What follows belongs to an exercise in optimizing a design on an open flow for small area, a short achievable clock period and few clock cycles per item; a production flow would make more cautious choices.
The RTL was checked by simulation tests, not by an equivalence proof against the original design.
Power figures rest on the tool's default switching activity, not on a simulated workload.

==> flow/design.v (excerpt) <==
module abp_sender_with_queue_unit #(
  parameter int unsigned QUEUE_DEPTH = abp_pkg::QUEUE_DEPTH_DEF
) (
  input  wire         clk_i,
  input  wire         rst_ni,
  input  wire         cfg_we_i,
  input  wire  [15:0] cfg_wdata_i,
  input  wire         in_valid_i,
  output logic        in_ready_o,
  input  wire  [1:0]  in_cmd_i,
  input  wire         in_seq_i,
  input  wire         in_ack_i,
  input  wire  [31:0] in_checksum_i,
  input  wire  [63:0] in_payload_lo_i,
  input  wire  [63:0] in_payload_mid_i,
  input  wire  [31:0] in_payload_hi_i,
  output logic        out_valid_o,
  input  wire         out_ready_i,
  output logic        out_sent_o,
  output logic        out_seq_o,
  output logic        out_ack_o,
  output logic [31:0] out_checksum_o,
  output logic [63:0] out_lo_o,
  output logic [63:0] out_mid_o,
  output logic [31:0] out_hi_o,
  output logic        out_dropped_o,
  output logic [4:0]  out_queue_level_o
);
Size: roughly 6200 cells after synthesis, ~3100 flip-flops.
==> flow/config.mk <==
export PLATFORM = sky130hd
export DESIGN_NAME = abp_sender_with_queue_unit
export DESIGN_NICKNAME = abp_sender_with_queue_unit
export VERILOG_FILES = /design/flow/design.v
export SDC_FILE = /design/flow/constraint.sdc
export NUM_CORES = 4
export LEC_CHECK = 0
export CAP_MARGIN = 20
export CORE_MARGIN = 2
export CORE_UTILIZATION = 40
export CTS_CLUSTER_DIAMETER = 100
export CTS_CLUSTER_SIZE = 24
export SLEW_MARGIN = 20
==> flow/constraint.sdc <==
create_clock -name core_clock -period 11.0 [get_ports {clk_i}]
set_input_delay 2.2000 -clock core_clock [delete_from_list [all_inputs] [get_ports {clk_i}]]
set_output_delay 2.2000 -clock core_clock [all_outputs]
set_load 0.01 [all_outputs]
standard.sh (not shown) runs the stock make flow with config.mk's settings and CLKGATE_MAP_FILE= SYNTH_SCRIPT=/design/flow/synth_recipe.tcl, a recipe that flattens the netlist after the stock synthesis.
==> flow/flow/run.sh <==
#!/bin/bash
set -euo pipefail
export SETUP_SLACK_MARGIN=6.5
export BUFFER_PORTS_ARGS="-buffer_cell sky130_fd_sc_hd__buf_1"
bash standard.sh > standard.log 2>&1
The starting point finished clean.
Testbench counts at the start, summed over its fixed seeds: cycles 24,016, items 24,000.
Then changed:
==> flow/flow/run.sh (replaced) <==
#!/bin/bash
set -euo pipefail
export SETUP_SLACK_MARGIN=6.4
export BUFFER_PORTS_ARGS="-buffer_cell sky130_fd_sc_hd__buf_1"
bash standard.sh > standard.log 2>&1
--- a/flow/config.mk
+++ b/flow/config.mk
@@ -10,4 +10,4 @@
 export CORE_UTILIZATION = 40
 export CTS_CLUSTER_DIAMETER = 100
-export CTS_CLUSTER_SIZE = 24
+export CTS_CLUSTER_SIZE = 27
 export SLEW_MARGIN = 20
Outcome: Via count went down by a few percent; utilization falls by 1.5 points; synthesized cell count stays the same; sequential power is about the same; wire length drops by a few percent; combinational power goes down by a few percent; synthesized area does not change; sequential share of layout area rises by 2.4 points; flip-flop and latch count does not change; power went down slightly; critical path depth climbs by 8.
Then changed:
==> flow/flow/run.sh (replaced) <==
#!/bin/bash
set -euo pipefail
export SETUP_SLACK_MARGIN=6.3
export BUFFER_PORTS_ARGS="-buffer_cell sky130_fd_sc_hd__buf_1"
bash standard.sh > standard.log 2>&1
--- a/flow/config.mk
+++ b/flow/config.mk
@@ -10,4 +10,4 @@
 export CORE_UTILIZATION = 40
 export CTS_CLUSTER_DIAMETER = 100
-export CTS_CLUSTER_SIZE = 27
+export CTS_CLUSTER_SIZE = 24
 export SLEW_MARGIN = 20
The changed run completed without violations.
Worst setup slack degrades by 74 ps.
Final area stays flat.
Die area does not change.
Synthesized cell count does not change.
Via count hardly moves.
Global-route usage barely changes.
Combinational power stays flat.
Non-clock buffer count rises by 5.
Then changed:
--- a/flow/config.mk
+++ b/flow/config.mk
@@ -12,2 +12,3 @@
 export CTS_CLUSTER_SIZE = 24
 export SLEW_MARGIN = 20
+export TNS_END_PERCENT = 20
The changed run produced a clean layout.
Critical path depth is unchanged.
Die area does not change.
Sequential power hardly moves.

---

abp_sender_with_queue_unit again, from the RTL that the note above started with.
Settings: LEC_CHECK=0, CAP_MARGIN=20, CORE_MARGIN=2, CORE_UTILIZATION=40, CTS_CLUSTER_DIAMETER=100, CTS_CLUSTER_SIZE=27, SLEW_MARGIN=20; clock period 11.0 ns.
==> flow/flow/run.sh <==
#!/bin/bash
set -euo pipefail
export SETUP_SLACK_MARGIN=6.5
export BUFFER_PORTS_ARGS="-buffer_cell sky130_fd_sc_hd__buf_1"
bash standard.sh > standard.log 2>&1
Testbench counts at the start, summed over its fixed seeds: cycles 24,016, items 24,000.
Edit:
--- a/flow/flow/run.sh
+++ b/flow/flow/run.sh
@@ -3 +3 @@
-export SETUP_SLACK_MARGIN=6.5
+export SETUP_SLACK_MARGIN=6.4
Settings changed: TNS_END_PERCENT from default to 20.
What happened: Worst setup slack gets worse by 150 ps. Die area stays the same. Final cell count goes down by 0.77%. Worst hold slack hardly moves.

## what the ideal ports hide
The flow's constraints put no driver on any port. The routed layouts listed below were extracted and timed again, unchanged, in two steps.
Step 1 sets driving cells, clkbuf_16 on the clock port and buf_2 on the other inputs (assumed; they add their load-dependent delay and slew).
Step 2 also shifts input and output timing later by t, the mid clock arrival at the registers, as if the neighbouring blocks saw the same clock.
a / b / c = no drivers / after step 1 / after step 2; a / b = the first two.
run | shift t [ns] | setup slack, ns | worst setup path after step 2 | slew at the worst register clock pin (ns) | pins driven straight from the clock port
the first run of note 1 | 0.973 | 6.395 / 6.346 / 5.512 | input to register | 0.10 / 0.10 | 1
the second run of note 1 | 0.958 | 6.387 / 6.346 / 5.475 | input to register | 0.11 / 0.11 | 1
the third run of note 1 | 0.958 | 6.313 / 6.288 / 5.420 | input to register | 0.11 / 0.11 | 1
the fourth run of note 1 | 0.967 | 6.240 / 6.215 / 5.374 | input to register | 0.10 / 0.10 | 1
the first run of note 2 | 0.956 | 6.395 / 6.346 / 5.528 | input to register | 0.11 / 0.11 | 1
the second run of note 2 | 0.951 | 6.249 / 6.286 / 5.363 | input to register | 0.11 / 0.11 | 1
After both steps setup and hold are still met in every run listed. For the second run of note 1, which loses most, drivers alone change the setup slack by -0.041 ns; drivers and shift together by -0.912 ns.
